This design comes from an exercise in tuning for small area, a short achievable clock period and few clock cycles per item on the open sky130 flow, not from production work. No run shown here included a check of the RTL's function; only the layout flow was run. No activity file was given, so power comes from the tool's default toggle rates.

$ cat constraint.sdc
create_clock -name core_clock -period 6.2 [get_ports {CLK}]
set_input_delay 1.2400 -clock core_clock [delete_from_list [all_inputs] [get_ports {CLK}]]
set_output_delay 1.2400 -clock core_clock [all_outputs]
set_load 0.01 [all_outputs]
$ cat run.sh
#!/bin/bash
# synth_recipe.tcl (not shown) runs the flow's synth.tcl, then flattens the netlist and writes it again
# the make line also repeats each setting of config.mk as NAME=value (left out here)
make -C /OpenROAD-flow-scripts/flow DESIGN_CONFIG=/design/flow/config.mk WORK_HOME=/design/flow/orfs CLKGATE_MAP_FILE= SYNTH_SCRIPT=/design/flow/synth_recipe.tcl finish
$ cat design.v
`default_nettype none
package mips_isa_pkg;
   typedef logic [4:0]  reg_idx_t;    
   typedef logic [31:0] word_t;       
   localparam logic [5:0] OP_RTYPE = 6'h00;    
   localparam logic [5:0] OP_ADDIU = 6'h09;
   localparam logic [5:0] OP_SLTI  = 6'h0a;
   localparam logic [5:0] OP_ANDI  = 6'h0c;
   localparam logic [5:0] OP_ORI   = 6'h0d;
   localparam logic [5:0] OP_XORI  = 6'h0e;
   localparam logic [5:0] OP_LUI   = 6'h0f;
   localparam logic [5:0] F_SLL  = 6'h00;
   localparam logic [5:0] F_SRL  = 6'h02;
   localparam logic [5:0] F_ADDU = 6'h21;
   localparam logic [5:0] F_SUBU = 6'h23;
   localparam logic [5:0] F_AND  = 6'h24;
   localparam logic [5:0] F_OR   = 6'h25;
   localparam logic [5:0] F_XOR  = 6'h26;
   localparam logic [5:0] F_NOR  = 6'h27;
   localparam logic [5:0] F_SLT  = 6'h2a;
   localparam logic [5:0] F_SLTU = 6'h2b;
   localparam logic [3:0] TT_AND  = 4'b1000;
   localparam logic [3:0] TT_OR   = 4'b1110;
   localparam logic [3:0] TT_XOR  = 4'b0110;
   localparam logic [3:0] TT_NOR  = 4'b0001;
   localparam logic [3:0] TT_PASS = 4'b1010;    
   typedef struct packed {
      logic       sub;         
      logic       sel_add;     
      logic       sel_slt;     
      logic       slt_sgn;     
      logic [3:0] tt;          
      logic       sel_sll;
      logic       sel_srl;
      logic [4:0] shamt;
      logic [4:0] rot;         
   } ctl_t;
endpackage
`default_nettype wire
`default_nettype none
`timescale 1ns/10ps
module pipe_stage_reg (
   input  logic        CLK,
   input  logic        rst_n,
   input  logic        in_valid,
   input  logic [31:0] in_data,
   input  logic        pop,
   output logic        head_valid,
   output logic [31:0] head
);
   logic [31:0] second;
   logic        second_valid;
   logic        head_load;
   assign head_load = pop || !head_valid;
   always_ff @(posedge CLK) begin
      if (head_load) begin
         head <= second_valid ? second : in_data;
      end
      if (in_valid) begin
         second <= in_data;
      end
   end
   always_ff @(posedge CLK) begin
      if (!rst_n) begin
         head_valid   <= 1'b0;
         second_valid <= 1'b0;
      end else begin
         head_valid   <= head_load ? (second_valid || in_valid) : 1'b1;
         second_valid <= head_valid && (pop ? (second_valid && in_valid)
                                            : (second_valid || in_valid));
      end
   end
endmodule
`default_nettype wire
`default_nettype none
`timescale 1ns/10ps
module register_file (
   input  logic        CLK,
   input  logic        clr,         
   input  logic [31:1] rsel1,       
   input  logic [31:1] rsel2,
   output logic [31:0] rdat1,
   output logic [31:0] rdat2,
   input  logic [31:1] wen,         
   input  logic [31:0] wdat
);
   logic [31:0] regs [1:31];
   logic [31:0] wd;
   assign wd = clr ? 32'b0 : wdat;
   always_ff @(posedge CLK) begin
      for (int i = 1; i < 32; i++) begin
         if (wen[i] || clr) begin
            regs[i] <= wd;
         end
      end
   end
   always_comb begin
      rdat1 = '0;
      rdat2 = '0;
      for (int i = 1; i < 32; i++) begin
         rdat1 = rdat1 | ({32{rsel1[i]}} & regs[i]);
         rdat2 = rdat2 | ({32{rsel2[i]}} & regs[i]);
      end
   end
endmodule
`default_nettype wire
`default_nettype none
`timescale 1ns/10ps
module alu_pg (
   input  logic [31:0] a,
   input  logic [31:0] b,
   input  logic        cin,
   output logic [32:0] ng,      
   output logic [32:0] nt,      
   output logic [31:0] x        
);
   assign ng = ~{a & b, cin};
   assign nt = ~{a | b, 1'b0};
   assign x  = a ^ b;
endmodule
module alu_prefix #(
   parameter int S   = 1,
   parameter bit INV = 0
) (
   input  logic [32:0] g_in,
   input  logic [32:0] t_in,
   output logic [32:0] g_out,
   output logic [32:0] t_out
);
   always_comb begin
      for (int p = 0; p < 33; p++) begin
         if (p >= S) begin
            if (INV) begin
               g_out[p] = !(g_in[p] | (t_in[p] & g_in[p-S]));
               t_out[p] = !(t_in[p] & t_in[p-S]);
            end else begin
               g_out[p] = !(g_in[p] & (t_in[p] | g_in[p-S]));
               t_out[p] = !(t_in[p] | t_in[p-S]);
            end
         end else begin
            g_out[p] = !g_in[p];
            t_out[p] = !t_in[p];
         end
      end
   end
endmodule
module alu_out (
   input  mips_isa_pkg::ctl_t ctl,
   input  logic [31:0]        a,
   input  logic [31:0]        b,
   input  logic [31:0]        x,
   input  logic [31:0]        c,        
   input  logic [31:0]        other,    
   output logic [31:0]        res
);
   logic a_msb;
   logic b_msb;
   logic lt;
   assign a_msb = a[31] ^ ctl.slt_sgn;
   assign b_msb = b[31] ^ ctl.slt_sgn;
   assign lt    = !((a_msb & b_msb) | ((a_msb | b_msb) & c[31]));
   assign res = ({32{ctl.sel_add}} & (x ^ c)) | other | {31'b0, ctl.sel_slt & lt};
endmodule
module alu_misc (
   input  mips_isa_pkg::ctl_t ctl,
   input  logic [31:0]        a,
   input  logic [31:0]        b,
   output logic [31:0]        other
);
   logic [31:0] lu;
   logic [31:0] r [0:5];
   logic [31:0] keep;
   always_comb begin
      for (int i = 0; i < 32; i++) begin
         lu[i] = ctl.tt[{a[i], b[i]}];
      end
   end
   always_comb begin
      r[0] = b;
      for (int l = 0; l < 5; l++) begin
         r[l+1] = ctl.rot[l] ? ((r[l] << (1 << l)) | (r[l] >> (32 - (1 << l)))) : r[l];
      end
   end
   always_comb begin
      for (int i = 0; i < 32; i++) begin
         keep[i] = ctl.sel_sll ? (5'(i) >= ctl.shamt) :
                   ctl.sel_srl ? (5'(31 - i) >= ctl.shamt) : 1'b0;
      end
   end
   assign other = lu | (r[5] & keep);
endmodule
module alu (
   input  mips_isa_pkg::ctl_t  ctl,
   input  logic [31:0]         op1,
   input  logic [31:0]         op2,
   output logic [31:0]         res
);
   logic [32:0] g0, t0, g1, t1, g2, t2, g3, t3, g4, t4, g5, t5;
   logic [31:0] x;
   logic [31:0] other;
   alu_pg u_pg (.a(op1), .b(op2), .cin(ctl.sub), .ng(g0), .nt(t0), .x(x));
   alu_prefix #(.S(1),  .INV(0)) u_l1 (.g_in(g0), .t_in(t0), .g_out(g1), .t_out(t1));
   alu_prefix #(.S(2),  .INV(1)) u_l2 (.g_in(g1), .t_in(t1), .g_out(g2), .t_out(t2));
   alu_prefix #(.S(4),  .INV(0)) u_l3 (.g_in(g2), .t_in(t2), .g_out(g3), .t_out(t3));
   alu_prefix #(.S(8),  .INV(1)) u_l4 (.g_in(g3), .t_in(t3), .g_out(g4), .t_out(t4));
   alu_prefix #(.S(16), .INV(0)) u_l5 (.g_in(g4), .t_in(t4), .g_out(g5), .t_out(t5));
   alu_misc u_misc (.ctl(ctl), .a(op1), .b(op2), .other(other));
   alu_out  u_out  (.ctl(ctl), .a(op1), .b(op2), .x(x), .c(g5[31:0]),
                    .other(other), .res(res));
endmodule
`default_nettype wire
`default_nettype none
`timescale 1ns/10ps
module instr_decode (
   input  logic [31:0]        head,
   output logic [31:1]        rsel1,
   output logic [31:1]        rsel2,
   input  logic [31:0]        rdat1,
   input  logic [31:0]        rdat2,
   input  logic               w_wr,       
   input  logic [4:0]         w_sel,
   input  logic [31:0]        w_dat,
   input  logic               e_wr,
   input  logic [4:0]         e_sel,
   output logic [31:0]        op1,
   output logic [31:0]        op2,
   output logic               fwd1,
   output logic               fwd2,
   output mips_isa_pkg::ctl_t ctl,
   output logic [4:0]         wsel,
   output logic               regwr,
   output logic               illegal
);
   logic [5:0]  opcode;
   logic [5:0]  funct;
   logic [4:0]  rs;
   logic [4:0]  rt;
   logic [15:0] imm16;
   logic        rtype;
   logic        legal;
   logic        wf1;
   logic        wf2;
   logic [31:0] imm;
   assign opcode = head[31:26];
   assign funct  = head[5:0];
   assign rs     = head[25:21];
   assign rt     = head[20:16];
   assign imm16  = head[15:0];
   assign rtype  = (opcode == mips_isa_pkg::OP_RTYPE);
   assign wf1 = w_wr && (w_sel == rs);
   assign wf2 = w_wr && (w_sel == rt) && rtype;
   always_comb begin
      for (int i = 1; i < 32; i++) begin
         rsel1[i] = (rs == 5'(i));
         rsel2[i] = (rt == 5'(i));
      end
   end
   always_comb begin
      ctl     = '0;
      imm     = '0;
      legal   = 1'b1;
      wsel    = rt;
      case (opcode)
         mips_isa_pkg::OP_RTYPE: begin
            wsel = head[15:11];
            case (funct)
               mips_isa_pkg::F_ADDU: ctl.sel_add = 1'b1;
               mips_isa_pkg::F_SUBU: begin ctl.sel_add = 1'b1; ctl.sub = 1'b1; end
               mips_isa_pkg::F_AND:  ctl.tt = mips_isa_pkg::TT_AND;
               mips_isa_pkg::F_OR:   ctl.tt = mips_isa_pkg::TT_OR;
               mips_isa_pkg::F_XOR:  ctl.tt = mips_isa_pkg::TT_XOR;
               mips_isa_pkg::F_NOR:  ctl.tt = mips_isa_pkg::TT_NOR;
               mips_isa_pkg::F_SLT:  begin ctl.sel_slt = 1'b1; ctl.sub = 1'b1; ctl.slt_sgn = 1'b1; end
               mips_isa_pkg::F_SLTU: begin ctl.sel_slt = 1'b1; ctl.sub = 1'b1; end
               mips_isa_pkg::F_SLL:  begin
                  ctl.sel_sll = 1'b1; ctl.shamt = head[10:6]; ctl.rot = head[10:6];
               end
               mips_isa_pkg::F_SRL:  begin
                  ctl.sel_srl = 1'b1; ctl.shamt = head[10:6]; ctl.rot = 5'd0 - head[10:6];
               end
               default: legal = 1'b0;
            endcase
         end
         mips_isa_pkg::OP_ADDIU: begin ctl.sel_add = 1'b1; imm = {{16{imm16[15]}}, imm16}; end
         mips_isa_pkg::OP_SLTI:  begin
            ctl.sel_slt = 1'b1; ctl.sub = 1'b1; ctl.slt_sgn = 1'b1;
            imm = {{16{imm16[15]}}, imm16};
         end
         mips_isa_pkg::OP_ANDI:  begin ctl.tt = mips_isa_pkg::TT_AND;  imm = {16'b0, imm16}; end
         mips_isa_pkg::OP_ORI:   begin ctl.tt = mips_isa_pkg::TT_OR;   imm = {16'b0, imm16}; end
         mips_isa_pkg::OP_XORI:  begin ctl.tt = mips_isa_pkg::TT_XOR;  imm = {16'b0, imm16}; end
         mips_isa_pkg::OP_LUI:   begin ctl.tt = mips_isa_pkg::TT_PASS; imm = {imm16, 16'b0}; end
         default:  legal = 1'b0;
      endcase
      regwr   = legal && (wsel != 5'd0);    
      illegal = !legal;
   end
   assign op1  = wf1 ? w_dat : rdat1;
   assign op2  = (wf2 ? w_dat : rtype ? rdat2 : imm) ^ {32{ctl.sub}};
   assign fwd1 = e_wr && (e_sel == rs);
   assign fwd2 = e_wr && (e_sel == rt) && rtype;
endmodule
`default_nettype wire
`default_nettype none
`timescale 1ns/10ps
module instr_execute (
   input  mips_isa_pkg::ctl_t ctl,
   input  logic [31:0]        op1,
   input  logic [31:0]        op2,
   output logic [31:0]        res
);
   alu u_alu (
      .ctl (ctl),
      .op1 (op1),
      .op2 (op2),
      .res (res)
   );
endmodule
`default_nettype wire
`default_nettype none
`timescale 1ns/10ps
module wb_result #(
   parameter int RES_CREDITS = 2
) (
   input  logic CLK,
   input  logic rst_n,
   input  logic de_valid,        
   input  logic res_credit,
   output logic ew_valid,        
   output logic ew_hold,         
   output logic res_valid,       
   output logic instr_credit
);
   localparam int CW = $clog2(RES_CREDITS + 1);
   logic [CW-1:0] credits;
   logic [CW-1:0] credits_nx;
   logic          ew_valid_nx;
   logic          have_nx;
   assign credits_nx  = credits - CW'(res_valid) + CW'(res_credit);
   assign ew_valid_nx = ew_hold || de_valid;
   assign have_nx     = (credits_nx != '0);
   always_ff @(posedge CLK) begin
      if (!rst_n) begin
         credits      <= CW'(RES_CREDITS);
         ew_valid     <= 1'b0;
         ew_hold      <= 1'b0;
         res_valid    <= 1'b0;
         instr_credit <= 1'b0;
      end else begin
         credits      <= credits_nx;
         ew_valid     <= ew_valid_nx;
         ew_hold      <= ew_valid_nx && !have_nx;
         res_valid    <= ew_valid_nx && have_nx;
         instr_credit <= ew_valid_nx && have_nx;    
      end
   end
endmodule
`default_nettype wire
`default_nettype none
`timescale 1ns/10ps
module datapath #(
   parameter int INSTR_DEPTH = 4,    
   parameter int RES_CREDITS = 2
) (
   input  logic                CLK,
   input  logic                rst_n,
   input  logic                instr_valid,
   input  logic [31:0]         instr,
   output logic                instr_credit,
   output logic                res_valid,
   output logic [4:0]          res_wsel,
   output logic [31:0]         res_wdat,
   output logic                res_regwr,
   output logic                res_illegal,
   input  logic                res_credit
);
   logic        clr;
   logic        hv;
   logic [31:0] head;
   logic        pop;
   logic [31:1] rsel1;
   logic [31:1] rsel2;
   logic [31:0] rdat1;
   logic [31:0] rdat2;
   logic [31:1] wen;
   logic [31:0]        d_op1;
   logic [31:0]        d_op2;
   logic               d_fwd1;
   logic               d_fwd2;
   mips_isa_pkg::ctl_t d_ctl;
   logic [4:0]         d_wsel;
   logic               d_regwr;
   logic               d_illegal;
   logic               de_valid;
   logic [31:0]        de_op1;
   logic [31:0]        de_op2;
   mips_isa_pkg::ctl_t de_ctl;
   logic [4:0]         de_wsel;
   logic               de_regwr;
   logic               de_illegal;
   logic               de_load;
   logic [31:0]        alu_res;
   logic               ew_valid;
   logic               ew_hold;
   logic [31:0]        ew_wdat;
   logic [4:0]         ew_wsel;
   logic               ew_regwr;
   logic               ew_illegal;
   always_ff @(posedge CLK) begin
      clr <= !rst_n;
   end
   assign de_load = !de_valid || !ew_hold;
   assign pop     = de_load && hv;
   pipe_stage_reg u_buf (
      .CLK        (CLK),
      .rst_n      (rst_n),
      .in_valid   (instr_valid),
      .in_data    (instr),
      .pop        (pop),
      .head_valid (hv),
      .head       (head)
   );
   register_file u_register_file (
      .CLK   (CLK),
      .clr   (clr),
      .rsel1 (rsel1),
      .rsel2 (rsel2),
      .rdat1 (rdat1),
      .rdat2 (rdat2),
      .wen   (wen),
      .wdat  (ew_wdat)
   );
   instr_decode u_instr_decode (
      .head    (head),
      .rsel1   (rsel1),
      .rsel2   (rsel2),
      .rdat1   (rdat1),
      .rdat2   (rdat2),
      .w_wr    (ew_valid && ew_regwr),
      .w_sel   (ew_wsel),
      .w_dat   (ew_wdat),
      .e_wr    (de_valid && de_regwr),
      .e_sel   (de_wsel),
      .op1     (d_op1),
      .op2     (d_op2),
      .fwd1    (d_fwd1),
      .fwd2    (d_fwd2),
      .ctl     (d_ctl),
      .wsel    (d_wsel),
      .regwr   (d_regwr),
      .illegal (d_illegal)
   );
   always_ff @(posedge CLK) begin
      if (!rst_n) begin
         de_valid <= 1'b0;
      end else if (de_load) begin
         de_valid <= hv;
      end
   end
   always_ff @(posedge CLK) begin
      if (de_load) begin
         de_op1     <= d_fwd1 ? alu_res : d_op1;
         de_op2     <= d_fwd2 ? (alu_res ^ {32{d_ctl.sub}}) : d_op2;
         de_ctl     <= d_ctl;
         de_wsel    <= d_wsel;
         de_regwr   <= d_regwr;
         de_illegal <= d_illegal;
      end
   end
   instr_execute u_instr_execute (
      .ctl  (de_ctl),
      .op1  (de_op1),
      .op2  (de_op2),
      .res  (alu_res)
   );
   always_ff @(posedge CLK) begin
      if (!ew_hold) begin
         ew_wdat    <= alu_res;
         ew_wsel    <= de_wsel;
         ew_regwr   <= de_regwr;
         ew_illegal <= de_illegal;
      end
   end
   wb_result #(.RES_CREDITS(RES_CREDITS)) u_wb_result (
      .CLK          (CLK),
      .rst_n        (rst_n),
      .de_valid     (de_valid),
      .res_credit   (res_credit),
      .ew_valid     (ew_valid),
      .ew_hold      (ew_hold),
      .res_valid    (res_valid),
      .instr_credit (instr_credit)
   );
   always_comb begin
      for (int i = 1; i < 32; i++) begin
         wen[i] = ew_valid && ew_regwr && (ew_wsel == 5'(i));
      end
   end
   assign res_wsel    = ew_wsel;
   assign res_wdat    = ew_wdat;
   assign res_regwr   = ew_regwr;
   assign res_illegal = ew_illegal;
endmodule
`default_nettype wire
$ cat config.mk
export PLATFORM = sky130hd
export DESIGN_NAME = datapath
export DESIGN_NICKNAME = datapath
export VERILOG_FILES = /design/flow/design.v
export SDC_FILE = /design/flow/constraint.sdc
export NUM_CORES = 4
export LEC_CHECK = 0
export CAP_MARGIN = 20
export CORE_MARGIN = 2
export CORE_UTILIZATION = 45
export SETUP_SLACK_MARGIN = 2.9
export SLEW_MARGIN = 20
export SYNTH_HIERARCHICAL = 1
==> results of run 1 <==
[metal layers]
layer / wire length (um) / global-route usage, % / vias up
met4: 15800 / 20.5 / 6
met3: 33600 / 11.1 / 791
met2: 102000 / 51.0 / 3715
met1: 85400 / 45.3 / 22100
li1: - / - / 17900
met5: 34 / 0 / -
[registers in the layout, summed over array words and instances (netlist names), 2 cells and up]
| name | flops |
|---|---|
| u_register_file.regs | 992 |
| de_ctl | 20 |
| ew_wsel | 5 |
| de_wsel | 5 |
| u_buf.head | 32 |
| de_op2 | 32 |
| de_op1 | 32 |
| u_wb_result.credits | 2 |
| u_buf.second | 32 |
| ew_wdat | 32 |
[layout by cell type (no fill, tap or decap), types with 12 or more instances in the layout]
cell type and n:
buf_6 41, mux2_1 30, nor2_4 51, ha_1 66
o21ai_1 73, nor2b_2 19, nand3_1 130, a22o_1 97
a221o_1 16, o21ai_0 36, clkbuf_16 133, buf_12 37
nand4_1 128, a22oi_2 48, inv_1 151, or4_4 53
clkbuf_1 28, nor2b_4 16, mux2_2 65, a22oi_1 751
clkinv_2 20, a221oi_2 71, mux2i_1 59, nor2_1 141
nand2b_1 14, clkinv_1 13, xnor2_1 69, bufinv_16 12
mux4_2 36, or4_1 12, or2_2 32, a21o_1 38
xor2_1 52, nand2_1 101, edfxtp_1 1186, a21oi_1 109
buf_4 221, a222oi_1 70, clkdlybuf4s50_1 76
[stage by stage]
stage / cells / cell area, sq um / hold slack, ns
after global routing: 6241 / 67700 / 0.455
after floorplan: 4281 / 57700 / 0.400
after global placement: 5839 / 60600 / 0.412
after detailed placement: 5839 / 60700 / 0.416
after CTS: 6170 / 66400 / 0.429
final: 6246 / 67700 / 0.427
[final cells by class]
| cell class | instances | area share (%) |
|---|---|---|
| Sequential cell | 1195 | 52.8 |
| Antenna cell | 5 | 0.0185 |
| Multi-Input combinational cell | 2619 | 31.3 |
| Tap cell | 1662 | 3.07 |
| Clock inverter | 54 | 0.935 |
| Inverter | 152 | 0.842 |
| Clock buffer | 163 | 5.01 |
| Timing Repair Buffer | 396 | 5.99 |
[critical path: stages, from the launching register on]
cell	delay (ns)
edfxtp_1	0.41
buf_6	0.15
buf_6	0.11
or3b_4	0.27
nor2_4	0.10
buf_12	0.16
buf_8	0.12
a22oi_2	0.16
nand4_1	0.33
or4_4	0.66
a22o_1	0.24
mux2i_1	0.19
xnor2_1	0.10
nor2_1	0.21
a21oi_1	0.09
[timing repair]
action / 4_1_cts / 5_1_grt
pin swaps: 66 / 105
gates resized for setup: 158 / 131
buffers inserted: 106 / 65
setup endpoints to repair: 70 / 65
gates cloned: 8 / 6
[how the worst max path moves through the flow]
stage                         startpoint          to  slack [ns]
after floorplan           u_buf.head[19]  de_op2[16]        3.16
after global placement    u_buf.head[18]  de_op2[29]        2.05
after detailed placement  u_buf.head[18]  de_op2[29]        2.06
after CTS                 u_buf.head[16]  de_op2[26]        2.69
after global routing      u_buf.head[16]  de_op2[24]        2.53
final                     u_buf.head[16]  de_op2[12]        2.56
[power by group through the flow]
stage               logic, mW  registers (mW)  clock network [mW]
floorplan                1.13            9.90                   0
global placement         1.99            10.2                   0
detailed placement       2.00            10.2                   0
CTS                      2.26            9.95                7.52
global route             2.58            10.0                7.83
finish                   2.52            9.96                7.48
==> flow_metrics.py, run 1 <==
metrics = {
    "status": {
        "status": "finished clean",
    },
    "global_route": {
        "grt_pass1_wl_um": 322000,
        "grt_max_degree": 65,
        "grt_remaining_overflow": 0,
        "first_global_vias": 42000,
        "antenna_found_initial": 17,
        "grtUsageTotal_pct": 34.8,
    },
    "critical_path": {
        "crit_type": "reg -> reg",
        "endpoint_kind": "flop",
        "r2r_end": "de_op2[12]",
        "rrSetupSlack_ns": 2.56,
        "rr_worst_depth": 14,
        "critPathMaxFanout": 5,
        "crit_required_ns": 6.61,
        "start_kind": "flop",
        "r2r_start": "u_buf.head[16]",
        "worst-endpoint-arrival_ns": 4.05,
    },
    "pwr": {
        "vdd_drop_max_uv": 213,
        "p_switching_mw": 5.25,
        "power.density_mw_per_mm2": 295,
        "p_int_mw": 14.7,
        "p_total_mw": 20.0,
        "pwr-share-clk_pct": 37.5,
        "pwr-share-comb_pct": 12.6,
        "p_leak_nw": 23.6,
        "sequentialPowerShare_pct": 49.9,
        "p_sw_share_pct": 26.3,
    },
    "cells_and_area": {
        "area_growth_pct": 17.4,
        "final_nets": 4587,
        "layout-drive-gt1-share_pct": 21.4,
        "ff_latch_area_sq_mm": 0.0358,
        "multiInputGateArea_sq_mm": 0.0212,
        "fillCellCount": 10500,
        "utilization_pct": 53.2,
    },
    "clock_network": {
        "clock_path_buffers": 3,
        "cts.clk_slew.worst_paths_ns": 0.06,
        "cts_hold_buffers": 0,
        "clock_latency_ns": 0.74,
        "cts_sinks": 1195,
        "htreeDepth": 3,
        "cts_tree": "done",
        "cts-root-buf": "clkbuf_16",
        "numCtsBuffers": 121,
    },
    "timing": {
        "fin_ws_ns": 2.56,
        "fin_crit_sh_pct": 58.7,
        "rsz0062_at_grt": "true",
        "worst_pin_slew_ns": 1.23,
        "fmax_mhz": 275,
        "setup_viol": 0,
        "slew_violations": 0,
        "setup_tns_ns": 0,
        "relSlewSlack_pct": 17.9,
        "hold_viol_final": 0,
        "period_minus_slack_ns": 3.64,
        "skew_ns": 0.0257,
    },
    "yosys": {
        "netlist_area_sq_mm": 0.0577,
        "syn_inst": 4281,
        "synthesis.nets": 4383,
        "syn_area_per_cell_sq_um": 13.5,
        "synth_warnings": 19,
    },
    "min_path": {
        "whs_path_depth": 0,
        "min-delay-start": "de_illegal",
        "holdCritPathClass": "reg -> reg",
        "holdPathEnd": "ew_illegal",
    },
    "floorplanning": {
        "fp.dieW_um": 362,
        "die_h_um": 362,
        "core_region_area_sq_mm": 0.127,
        "ios": 77,
        "initial_core_util_pct": 45.3,
        "die-area_sq_mm": 0.131,
        "rows": 131,
    },
    "route": {
        "vias": 44500,
        "routed_wl_um": 237000,
        "drtPass1Iterations": 9,
        "wl_per_cell_um": 38.0,
        "antenna_left": 0,
        "vias_per_cell": 7.13,
        "drt_iter0_markers": 8650,
        "drc": 0,
    },
    "placed_design": {
        "dp_slack_ns": 2.06,
        "port_buffers": 76,
        "gp_congestion": 1.01,
        "dp.final_hpwl_um": 143000,
    },
    "run": {
        "maxCapViolCount": 0,
    },
}
==> run 2, diff against run 1 <==
--- a/config.mk
+++ b/config.mk
@@ -8,6 +8,5 @@
 export CAP_MARGIN = 20
 export CORE_MARGIN = 2
 export CORE_UTILIZATION = 45
-export SETUP_SLACK_MARGIN = 2.9
 export SLEW_MARGIN = 20
 export SYNTH_HIERARCHICAL = 1
==> run 2 against run 1 <==
Against the previous run:
- combinational power shrank 18%
- clock power increased by 3.1%
- register-to-register slack lost 0.56 ns
- total power decreased by 0.85%
- sequential share of layout area is 2.3 points higher
- global-route usage decreased by 1.8 points
- clock skew grew 0.014 ns
- non-clock buffer count fell by 183
- critical path type unchanged
- critical endpoint is now de_op2[29]
==> flow_metrics.py, run 2 <==
metrics = {
    "timing": {
        "fmax_mhz": 238,
        "rsz0062_at_grt": "false",
        "hold_viol_final": 0,
        "setup_tns_ns": 0,
        "worst_pin_slew_ns": 1.26,
        "period_minus_slack_ns": 4.20,
        "hold_ws_ns": 0.429,
        "skew_ns": 0.0401,
        "relSlewSlack_pct": 15.7,
        "slew_violations": 0,
        "setup_viol": 0,
        "fin_crit_sh_pct": 67.7,
    },
    "min_path": {
        "holdCritPathClass": "reg -> reg",
        "min-delay-start": "de_illegal",
        "whs_path_depth": 0,
        "holdPathEnd": "ew_illegal",
    },
    "cells_and_area": {
        "final_cell_mix": "1,186 x edfxtp_1, 799 x a22oi_1, 151 x inv_1, 148 x nor2_1, 135 x buf_4",
        "fillCellCount": 10700,
        "ff_latch_area_sq_mm": 0.0358,
        "layout_commonest_cell": "edfxtp_1",
        "stdcell_count": 6066,
        "regMostFlops": "u_register_file.regs",
        "area_growth_pct": 12.5,
        "multiInputGateArea_sq_mm": 0.0205,
        "largest_reg_flops": 992,
        "layout-drive-gt1-share_pct": 15.0,
        "final_nets": 4401,
    },
    "critical_path": {
        "start_kind": "flop",
        "rrSetupSlack_ns": 2.00,
        "crit_path_cell_trace": "nand2b_1 > nor2_4 > buf_4 > a22oi_1 > nand4_1 > or4_1 > a221o_1 > mux2i_1 > xnor2_1 > nor2_1 > a21oi_1",
        "critPathMaxFanout": 18,
        "r2r_end": "de_op2[29]",
        "crit_required_ns": 6.64,
        "slowest_stage": "nand2b_1",
        "cpPeakStageDelay_ns": 0.70,
        "rr_worst_depth": 11,
        "worst-endpoint-arrival_ns": 4.64,
        "r2r_start": "u_buf.head[18]",
        "crit_type": "reg -> reg",
        "endpoint_kind": "flop",
    },
    "clock_network": {
        "clock_latency_ns": 0.75,
        "clock_path_buffers": 3,
        "cts_tree": "done",
        "htreeDepth": 3,
        "numCtsBuffers": 120,
        "cts.clk_slew.worst_paths_ns": 0.07,
        "post_cts_buffers": 0,
        "cts_hold_buffers": 0,
        "post_cts_resized": 0,
        "cts_sinks": 1195,
        "cts-root-buf": "clkbuf_16",
    },
    "floorplanning": {
        "initial_core_util_pct": 45.3,
        "rows": 131,
        "ios": 77,
        "die_h_um": 362,
        "core_region_area_sq_mm": 0.127,
        "fp.dieW_um": 362,
        "die-area_sq_mm": 0.131,
    },
    "global_route": {
        "grt_max_degree": 69,
        "grtUsageTotal_pct": 32.9,
        "grt_pass1_wl_um": 307000,
        "antenna_found_initial": 17,
        "grt_remaining_overflow": 0,
        "first_global_vias": 41100,
    },
    "placed_design": {
        "dp.final_hpwl_um": 139000,
        "post-place-cells": 5839,
        "port_buffers": 76,
        "gp_congestion": 1.00,
    },
    "pwr": {
        "p_total_mw": 19.8,
        "p_leak_nw": 22.4,
        "power.density_mw_per_mm2": 305,
        "vdd_drop_max_uv": 256,
    },
    "yosys": {
        "netlist_area_sq_mm": 0.0577,
        "synth_warnings": 19,
        "syn_inst": 4281,
        "syn_area_per_cell_sq_um": 13.5,
        "synthesis.nets": 4383,
    },
    "route": {
        "vias": 43100,
        "drt_iter0_markers": 7288,
        "drc": 0,
        "drtPass1Iterations": 8,
        "wl_per_cell_um": 36.5,
        "routed_wl_um": 221000,
        "vias_per_cell": 7.10,
        "antenna_left": 0,
    },
    "run": {
        "maxCapViolCount": 0,
    },
    "status": {
        "status": "finished clean",
    },
}
run 2: cell types whose count changed in the layout (fill, tap and decap cells not counted), sizes merged, moves of 4 or more:
cell,delta
clkinvlp,+7
inv,+5
bufinv,+7
clkinv,+4
clkbuf,-24
buf,-175
run 2: final cells by class:
class | count | share of cell area (%)
flip-flops and latches | 1195 | 55.2
multi-input cells | 2617 | 31.5
clock buffers | 146 | 4.94
well taps | 1662 | 3.20
repair buffers | 213 | 2.78
clock inverters | 77 | 1.49
inverters | 152 | 0.879
diodes | 4 | 0.0154
run 2: worst max-delay path by stage:
| stage | cells past startpoint | end | slack (ns) | startpoint |
|---|---|---|---|---|
| 2_1_floorplan | 4 | u_buf.head[0] | 2.45 | de_valid |
| 3_3_place_gp | 11 | de_op2[30] | 2.07 | u_buf.head[18] |
| 3_5_place_dp | 11 | de_op2[30] | 2.11 | u_buf.head[18] |
| 4_1_cts | 11 | de_op2[30] | 2.12 | u_buf.head[18] |
| 5_1_grt | 11 | de_op2[30] | 1.92 | u_buf.head[18] |
| 6_report | 11 | de_op2[29] | 2.00 | u_buf.head[18] |
run 2: power by group:
part,switching [mW],total [mW],internal (mW)
combinational,1.41,2.07,0.660
sequential,0.523,10.0,9.49
clock,3.23,7.71,4.49
run 2: per-layer routing:
metal	GRT usage (%)	up-vias	routed length [um]
met5	0	-	68
met4	18.5	10	14300
met3	9.89	731	28800
met2	49.4	3245	96200
met1	42.7	21500	82100
li1	-	17600	-
run 2: critical path, delay by kind of cell (launching register included):
family / cells / cell delay, ns
compound gates: 3 / 0.63
xor+xnor: 1 / 0.16
buf+inv: 1 / 0.34
flops: 1 / 0.47
mux: 1 / 0.31
simple gates: 5 / 1.97
run 2: per-stage QoR:
stage / setup slack [ns] / instance area (sq um) / util [%]
2_1_floorplan: 2.45 / 57700 / -
3_3_place_gp: 2.07 / 60600 / 47.6
3_5_place_dp: 2.11 / 60600 / 47.6
4_1_cts: 2.12 / 64800 / 50.9
5_1_grt: 1.92 / 64900 / 51.0
6_report: 2.00 / 64900 / 51.0
==> run 3, diff against run 2 <==
--- a/design.v
+++ b/design.v
@@ -146,20 +146,25 @@
 endmodule
 module alu_out (
    input  mips_isa_pkg::ctl_t ctl,
+   input  logic               inv,
    input  logic [31:0]        a,
    input  logic [31:0]        b,
    input  logic [31:0]        x,
    input  logic [31:0]        c,        
    input  logic [31:0]        other,    
-   output logic [31:0]        res
+   output logic [31:0]        res,
+   output logic [31:0]        res_x
 );
-   logic a_msb;
-   logic b_msb;
-   logic lt;
+   logic        a_msb;
+   logic        b_msb;
+   logic        lt;
+   logic [31:0] rest;
    assign a_msb = a[31] ^ ctl.slt_sgn;
    assign b_msb = b[31] ^ ctl.slt_sgn;
    assign lt    = !((a_msb & b_msb) | ((a_msb | b_msb) & c[31]));
-   assign res = ({32{ctl.sel_add}} & (x ^ c)) | other | {31'b0, ctl.sel_slt & lt};
+   assign rest  = other | {31'b0, ctl.sel_slt & lt};
+   assign res   = ctl.sel_add ? (x ^ c) : rest;
+   assign res_x = ctl.sel_add ? ((x ^ {32{inv}}) ^ c) : (rest ^ {32{inv}});
 endmodule
 module alu_misc (
    input  mips_isa_pkg::ctl_t ctl,
@@ -191,9 +196,11 @@
 endmodule
 module alu (
    input  mips_isa_pkg::ctl_t  ctl,
+   input  logic                inv,
    input  logic [31:0]         op1,
    input  logic [31:0]         op2,
-   output logic [31:0]         res
+   output logic [31:0]         res,
+   output logic [31:0]         res_x
 );
    logic [32:0] g0, t0, g1, t1, g2, t2, g3, t3, g4, t4, g5, t5;
    logic [31:0] x;
@@ -205,27 +212,50 @@
    alu_prefix #(.S(8),  .INV(1)) u_l4 (.g_in(g3), .t_in(t3), .g_out(g4), .t_out(t4));
    alu_prefix #(.S(16), .INV(0)) u_l5 (.g_in(g4), .t_in(t4), .g_out(g5), .t_out(t5));
    alu_misc u_misc (.ctl(ctl), .a(op1), .b(op2), .other(other));
-   alu_out  u_out  (.ctl(ctl), .a(op1), .b(op2), .x(x), .c(g5[31:0]),
-                    .other(other), .res(res));
+   alu_out  u_out  (.ctl(ctl), .inv(inv), .a(op1), .b(op2), .x(x), .c(g5[31:0]),
+                    .other(other), .res(res), .res_x(res_x));
 endmodule
 `default_nettype wire
 `default_nettype none
 `timescale 1ns/10ps
+module reg_read (
+   input  logic [31:0] head,
+   output logic [31:1] rsel1,
+   output logic [31:1] rsel2,
+   input  logic [31:0] rdat1,
+   input  logic [31:0] rdat2,
+   input  logic        w_wr,       
+   input  logic [4:0]  w_sel,
+   input  logic [31:0] w_dat,
+   output logic [31:0] rd1,
+   output logic [31:0] rd2
+);
+   logic [4:0] rs;
+   logic [4:0] rt;
+   assign rs = head[25:21];
+   assign rt = head[20:16];
+   always_comb begin
+      for (int i = 1; i < 32; i++) begin
+         rsel1[i] = (rs == 5'(i));
+         rsel2[i] = (rt == 5'(i));
+      end
+   end
+   assign rd1 = (w_wr && (w_sel == rs)) ? w_dat : rdat1;
+   assign rd2 = (w_wr && (w_sel == rt)) ? w_dat : rdat2;
+endmodule
 module instr_decode (
-   input  logic [31:0]        head,
-   output logic [31:1]        rsel1,
-   output logic [31:1]        rsel2,
-   input  logic [31:0]        rdat1,
-   input  logic [31:0]        rdat2,
+   input  logic [31:0]        instr,
+   input  logic [31:0]        rd1,        
+   input  logic [31:0]        rd2,
    input  logic               w_wr,       
    input  logic [4:0]         w_sel,
    input  logic [31:0]        w_dat,
    input  logic               e_wr,
    input  logic [4:0]         e_sel,
    output logic [31:0]        op1,
-   output logic [31:0]        op2,
-   output logic               fwd1,
-   output logic               fwd2,
+   output logic [31:0]        op2,        
+   output logic               fwd1,       
+   output logic               fwd2,       
    output mips_isa_pkg::ctl_t ctl,
    output logic [4:0]         wsel,
    output logic               regwr,
@@ -241,20 +271,12 @@
    logic        wf1;
    logic        wf2;
    logic [31:0] imm;
-   assign opcode = head[31:26];
-   assign funct  = head[5:0];
-   assign rs     = head[25:21];
-   assign rt     = head[20:16];
-   assign imm16  = head[15:0];
+   assign opcode = instr[31:26];
+   assign funct  = instr[5:0];
+   assign rs     = instr[25:21];
+   assign rt     = instr[20:16];
+   assign imm16  = instr[15:0];
    assign rtype  = (opcode == mips_isa_pkg::OP_RTYPE);
-   assign wf1 = w_wr && (w_sel == rs);
-   assign wf2 = w_wr && (w_sel == rt) && rtype;
-   always_comb begin
-      for (int i = 1; i < 32; i++) begin
-         rsel1[i] = (rs == 5'(i));
-         rsel2[i] = (rt == 5'(i));
-      end
-   end
    always_comb begin
       ctl     = '0;
       imm     = '0;
@@ -262,7 +284,7 @@
       wsel    = rt;
       case (opcode)
          mips_isa_pkg::OP_RTYPE: begin
-            wsel = head[15:11];
+            wsel = instr[15:11];
             case (funct)
                mips_isa_pkg::F_ADDU: ctl.sel_add = 1'b1;
                mips_isa_pkg::F_SUBU: begin ctl.sel_add = 1'b1; ctl.sub = 1'b1; end
@@ -273,10 +295,10 @@
                mips_isa_pkg::F_SLT:  begin ctl.sel_slt = 1'b1; ctl.sub = 1'b1; ctl.slt_sgn = 1'b1; end
                mips_isa_pkg::F_SLTU: begin ctl.sel_slt = 1'b1; ctl.sub = 1'b1; end
                mips_isa_pkg::F_SLL:  begin
-                  ctl.sel_sll = 1'b1; ctl.shamt = head[10:6]; ctl.rot = head[10:6];
+                  ctl.sel_sll = 1'b1; ctl.shamt = instr[10:6]; ctl.rot = instr[10:6];
                end
                mips_isa_pkg::F_SRL:  begin
-                  ctl.sel_srl = 1'b1; ctl.shamt = head[10:6]; ctl.rot = 5'd0 - head[10:6];
+                  ctl.sel_srl = 1'b1; ctl.shamt = instr[10:6]; ctl.rot = 5'd0 - instr[10:6];
                end
                default: legal = 1'b0;
             endcase
@@ -295,8 +317,10 @@
       regwr   = legal && (wsel != 5'd0);    
       illegal = !legal;
    end
-   assign op1  = wf1 ? w_dat : rdat1;
-   assign op2  = (wf2 ? w_dat : rtype ? rdat2 : imm) ^ {32{ctl.sub}};
+   assign wf1  = w_wr && (w_sel == rs);
+   assign wf2  = w_wr && (w_sel == rt) && rtype;
+   assign op1  = wf1 ? w_dat : rd1;
+   assign op2  = (wf2 ? w_dat : rtype ? rd2 : imm) ^ {32{ctl.sub}};
    assign fwd1 = e_wr && (e_sel == rs);
    assign fwd2 = e_wr && (e_sel == rt) && rtype;
 endmodule
@@ -305,15 +329,19 @@
 `timescale 1ns/10ps
 module instr_execute (
    input  mips_isa_pkg::ctl_t ctl,
+   input  logic               inv,
    input  logic [31:0]        op1,
    input  logic [31:0]        op2,
-   output logic [31:0]        res
+   output logic [31:0]        res,
+   output logic [31:0]        res_x
 );
    alu u_alu (
-      .ctl (ctl),
-      .op1 (op1),
-      .op2 (op2),
-      .res (res)
+      .ctl   (ctl),
+      .inv   (inv),
+      .op1   (op1),
+      .op2   (op2),
+      .res   (res),
+      .res_x (res_x)
    );
 endmodule
 `default_nettype wire
@@ -325,11 +353,12 @@
    input  logic CLK,
    input  logic rst_n,
    input  logic de_valid,        
+   input  logic de_valid_nx,     
    input  logic res_credit,
    output logic ew_valid,        
    output logic ew_hold,         
    output logic res_valid,       
-   output logic instr_credit
+   output logic instr_credit     
 );
    localparam int CW = $clog2(RES_CREDITS + 1);
    logic [CW-1:0] credits;
@@ -351,7 +380,7 @@
          ew_valid     <= ew_valid_nx;
          ew_hold      <= ew_valid_nx && !have_nx;
          res_valid    <= ew_valid_nx && have_nx;
-         instr_credit <= ew_valid_nx && have_nx;    
+         instr_credit <= de_valid_nx && !(ew_valid_nx && !have_nx);
       end
    end
 endmodule
@@ -383,6 +412,13 @@
    logic [31:0] rdat1;
    logic [31:0] rdat2;
    logic [31:1] wen;
+   logic [31:0] rd1;
+   logic [31:0] rd2;
+   logic               r_valid;
+   logic [31:0]        r_instr;
+   logic [31:0]        r_rd1;
+   logic [31:0]        r_rd2;
+   logic               r_load;
    logic [31:0]        d_op1;
    logic [31:0]        d_op2;
    logic               d_fwd1;
@@ -392,6 +428,7 @@
    logic               d_regwr;
    logic               d_illegal;
    logic               de_valid;
+   logic               de_valid_nx;
    logic [31:0]        de_op1;
    logic [31:0]        de_op2;
    mips_isa_pkg::ctl_t de_ctl;
@@ -400,6 +437,7 @@
    logic               de_illegal;
    logic               de_load;
    logic [31:0]        alu_res;
+   logic [31:0]        alu_res_x;
    logic               ew_valid;
    logic               ew_hold;
    logic [31:0]        ew_wdat;
@@ -409,8 +447,10 @@
    always_ff @(posedge CLK) begin
       clr <= !rst_n;
    end
-   assign de_load = !de_valid || !ew_hold;
-   assign pop     = de_load && hv;
+   assign de_load     = !de_valid || !ew_hold;
+   assign r_load      = !r_valid || de_load;
+   assign pop         = r_load && hv;
+   assign de_valid_nx = de_load ? r_valid : de_valid;
    pipe_stage_reg u_buf (
       .CLK        (CLK),
       .rst_n      (rst_n),
@@ -430,12 +470,36 @@
       .wen   (wen),
       .wdat  (ew_wdat)
    );
+   reg_read u_reg_read (
+      .head  (head),
+      .rsel1 (rsel1),
+      .rsel2 (rsel2),
+      .rdat1 (rdat1),
+      .rdat2 (rdat2),
+      .w_wr  (ew_valid && ew_regwr),
+      .w_sel (ew_wsel),
+      .w_dat (ew_wdat),
+      .rd1   (rd1),
+      .rd2   (rd2)
+   );
+   always_ff @(posedge CLK) begin
+      if (!rst_n) begin
+         r_valid <= 1'b0;
+      end else if (r_load) begin
+         r_valid <= hv;
+      end
+   end
+   always_ff @(posedge CLK) begin
+      if (r_load) begin
+         r_instr <= head;
+         r_rd1   <= rd1;
+         r_rd2   <= rd2;
+      end
+   end
    instr_decode u_instr_decode (
-      .head    (head),
-      .rsel1   (rsel1),
-      .rsel2   (rsel2),
-      .rdat1   (rdat1),
-      .rdat2   (rdat2),
+      .instr   (r_instr),
+      .rd1     (r_rd1),
+      .rd2     (r_rd2),
       .w_wr    (ew_valid && ew_regwr),
       .w_sel   (ew_wsel),
       .w_dat   (ew_wdat),
@@ -453,14 +517,14 @@
    always_ff @(posedge CLK) begin
       if (!rst_n) begin
          de_valid <= 1'b0;
-      end else if (de_load) begin
-         de_valid <= hv;
+      end else begin
+         de_valid <= de_valid_nx;
       end
    end
    always_ff @(posedge CLK) begin
       if (de_load) begin
          de_op1     <= d_fwd1 ? alu_res : d_op1;
-         de_op2     <= d_fwd2 ? (alu_res ^ {32{d_ctl.sub}}) : d_op2;
+         de_op2     <= d_fwd2 ? alu_res_x : d_op2;
          de_ctl     <= d_ctl;
          de_wsel    <= d_wsel;
          de_regwr   <= d_regwr;
@@ -468,10 +532,12 @@
       end
    end
    instr_execute u_instr_execute (
-      .ctl  (de_ctl),
-      .op1  (de_op1),
-      .op2  (de_op2),
-      .res  (alu_res)
+      .ctl   (de_ctl),
+      .inv   (d_ctl.sub),
+      .op1   (de_op1),
+      .op2   (de_op2),
+      .res   (alu_res),
+      .res_x (alu_res_x)
    );
    always_ff @(posedge CLK) begin
       if (!ew_hold) begin
@@ -485,6 +551,7 @@
       .CLK          (CLK),
       .rst_n        (rst_n),
       .de_valid     (de_valid),
+      .de_valid_nx  (de_valid_nx),
       .res_credit   (res_credit),
       .ew_valid     (ew_valid),
       .ew_hold      (ew_hold),
--- a/config.mk
+++ b/config.mk
@@ -7,6 +7,7 @@
 export LEC_CHECK = 0
 export CAP_MARGIN = 20
 export CORE_MARGIN = 2
-export CORE_UTILIZATION = 45
+export CORE_UTILIZATION = 40
+export SETUP_SLACK_MARGIN = 3.2
 export SLEW_MARGIN = 20
 export SYNTH_HIERARCHICAL = 1
==> run 3 against run 2 <==
Against the previous run:
- cell count increased by 15%
- via count increased by 8.7%
- sequential share of layout area decreased by 3.2 points
- clock skew decreased by 0.0063 ns
- total power increased by 10%
- synthesized cell count increased by 5.3%
- non-clock buffer count increased by 263
- cell area increased by 15%
- critical path type unchanged
- wire length increased by 9.8%
==> flow_metrics.py, run 3 <==
metrics = {
    "status": {
        "status": "finished clean",
    },
    "cells_and_area": {
        "regMostFlops": "u_register_file.regs",
        "multiInputGateArea_sq_mm": 0.0237,
        "final_nets": 4906,
        "layout-drive-gt1-share_pct": 26.0,
        "largest_reg_flops": 992,
        "area_growth_pct": 19.0,
        "fillCellCount": 13400,
        "ff_latch_area_sq_mm": 0.0387,
        "final_cell_mix": "1,282 x edfxtp_1, 770 x a22oi_1, 303 x buf_4, 159 x inv_1, 145 x clkbuf_16",
        "layout_commonest_cell": "edfxtp_1",
    },
    "floorplanning": {
        "ios": 77,
        "die-area_sq_mm": 0.160,
        "fp.dieW_um": 400,
        "core_region_area_sq_mm": 0.156,
        "die_h_um": 400,
        "initial_core_util_pct": 40.2,
        "rows": 145,
    },
    "yosys": {
        "syn_inst": 4508,
        "synth_warnings": 20,
        "synthesis.nets": 4610,
        "netlist_area_sq_mm": 0.0626,
        "syn_area_per_cell_sq_um": 13.9,
    },
    "clock_network": {
        "cts.clk_slew.worst_paths_ns": 0.06,
        "cts_tree": "done",
        "cts_hold_buffers": 0,
        "htreeDepth": 4,
        "clock_path_buffers": 3,
        "cts-root-buf": "clkbuf_16",
        "numCtsBuffers": 140,
        "clock_latency_ns": 0.79,
        "cts_sinks": 1293,
    },
    "global_route": {
        "first_global_vias": 44800,
        "antenna_found_initial": 11,
        "grt_remaining_overflow": 0,
        "grtUsageTotal_pct": 29.7,
        "grt_max_degree": 62,
        "grt_pass1_wl_um": 335000,
    },
    "timing": {
        "fmax_mhz": 309,
        "hold_viol_final": 0,
        "period_minus_slack_ns": 3.23,
        "worst_pin_slew_ns": 1.26,
        "fin_crit_sh_pct": 52.2,
        "rsz0062_at_grt": "true",
        "relSlewSlack_pct": 16.1,
        "slew_violations": 0,
        "hold_ws_ns": 0.418,
        "skew_ns": 0.0338,
        "setup_tns_ns": 0,
        "setup_viol": 0,
    },
    "pwr": {
        "pwr-share-clk_pct": 37.6,
        "p_sw_share_pct": 26.1,
        "vdd_drop_max_uv": 350,
        "p_leak_nw": 26.4,
        "pwr-share-comb_pct": 12.7,
        "p_switching_mw": 5.69,
        "sequentialPowerShare_pct": 49.6,
        "p_int_mw": 16.1,
        "power.density_mw_per_mm2": 292,
    },
    "critical_path": {
        "path_buf_inv": 3,
        "slowest_stage": "mux4_2",
        "endpoint_kind": "flop",
        "r2r_start": "de_ctl[1]",
        "crit_path_cell_trace": "buf_6 > buf_12 > buf_16 > mux2_4 > mux4_2 > o22ai_1 > o41ai_2 > a2111oi_2 > nand3b_1 > mux2_1",
        "critPathMaxFanout": 7,
        "startpoint": "de_ctl[1]",
        "crit_required_ns": 6.71,
        "cpPeakStageDelay_ns": 0.52,
        "crit_type": "reg -> reg",
        "start_kind": "flop",
        "critical_path.top_delay_family": "multiplexers",
        "worst-endpoint-arrival_ns": 3.75,
    },
    "placed_design": {
        "dp.final_hpwl_um": 145000,
        "gp_congestion": 1.02,
        "port_buffers": 76,
    },
    "run": {
        "maxCapViolCount": 0,
    },
    "route": {
        "routed_wl_um": 243000,
        "vias_per_cell": 6.72,
        "drt_iter0_markers": 7501,
        "wl_per_cell_um": 34.9,
        "antenna_left": 0,
        "vias": 46800,
        "drc": 0,
        "drtPass1Iterations": 9,
    },
    "min_path": {
        "min-delay-start": "u_buf.head[29]",
        "holdCritPathClass": "reg -> reg",
    },
}
## run 3: worst reg2reg max path, delay by kind of cell, from the launching register on
kind	cells	cell delay [ns]
AO/OA/AOI/OAI	3	0.74
buffers and inverters	3	0.47
flip-flops	1	0.43
multiplexers	3	1.18
AND/OR/NAND/NOR	1	0.15
## run 3: path summary, 6_finish.rpt
path / depth (start not counted) / end / slack [ns]
worst min register to register: 0 / r_instr[29] / 0.42
worst max-delay path: 10 / de_op2[0] / 2.97
worst max register to register: 10 / de_op2[0] / 2.97
worst min-delay path: 0 / r_instr[29] / 0.42
## run 3: layer usage
metal,track usage [%],share of wire (%)
met3,8.91,13
met4,17.1,6.6
met2,45.1,44
met5,0,0.040
met1,37.7,37
## run 3: area by class of cell
| class | instances | share of cell area (%) |
|---|---|---|
| antenna | 3 | 0.0101 |
| clock buffer | 183 | 5.06 |
| clock inverter | 67 | 0.884 |
| inverter | 165 | 0.832 |
| multi-input combinational | 2728 | 31.8 |
| sequential | 1293 | 52.0 |
| tap | 2058 | 3.46 |
| timing repair buffer | 476 | 5.93 |
## run 3: repair_timing
item	in CTS	in global routing
gates cloned	7	0
resized for setup	289	184
buffers inserted	194	67
pin swaps	61	98
endpoints found under the setup margin	357	296
## run 3: power by group through the flow
stage	Clock (mW)	Combinational, mW	Sequential [mW]
floorplan	0	1.27	10.7
global placement	0	2.11	11.0
detailed placement	0	2.11	11.0
CTS	8.24	2.50	10.8
global route	8.58	2.85	10.8
finish	8.19	2.77	10.8
## run 3: per-stage QoR
stage	instance area (sq um)	setup WS [ns]	instances	power (mW)	util [%]
after detailed placement	65900	2.32	6450	13.2	42.3
after global routing	74500	2.93	6970	22.3	47.8
after floorplan	62600	3.24	4508	12.0	-
final	74500	2.97	6973	21.8	47.8
after global placement	65800	2.37	6449	13.1	42.2
after CTS	73100	3.02	6901	21.5	46.9

separate check: timing with driven ports:
The flow's constraints put no driver on any port. The routed layouts listed below were extracted and timed again, unchanged, in two steps.
Step 1 (the two cells are an assumption about what drives the block):
set clk [get_ports {CLK}]
set_driving_cell -lib_cell sky130_fd_sc_hd__clkbuf_16 $clk
set_driving_cell -lib_cell sky130_fd_sc_hd__buf_2 [delete_from_list [all_inputs] $clk]
Step 2, shift: input delay + t, output delay - t, t = (earliest + latest rising clock arrival at the registers) / 2. This alone moves slack from input paths to output paths.
a / b / c = no drivers / after step 1 / after step 2; a / b = the first two.
run | t (ns) | setup WS [ns] | latest minus earliest clock arrival (ns) | worst register clock-pin slew, ns
run 1 | 0.797 | 2.560 / 2.560 / 2.560 | 0.029 / 0.030 | 0.07 / 0.07
run 2 | 0.806 | 2.000 / 2.000 / 2.000 | 0.042 / 0.042 | 0.07 / 0.07
run 3 | 0.849 | 2.966 / 2.966 / 2.966 | 0.039 / 0.039 | 0.07 / 0.07
After both steps every run listed still meets setup and hold.
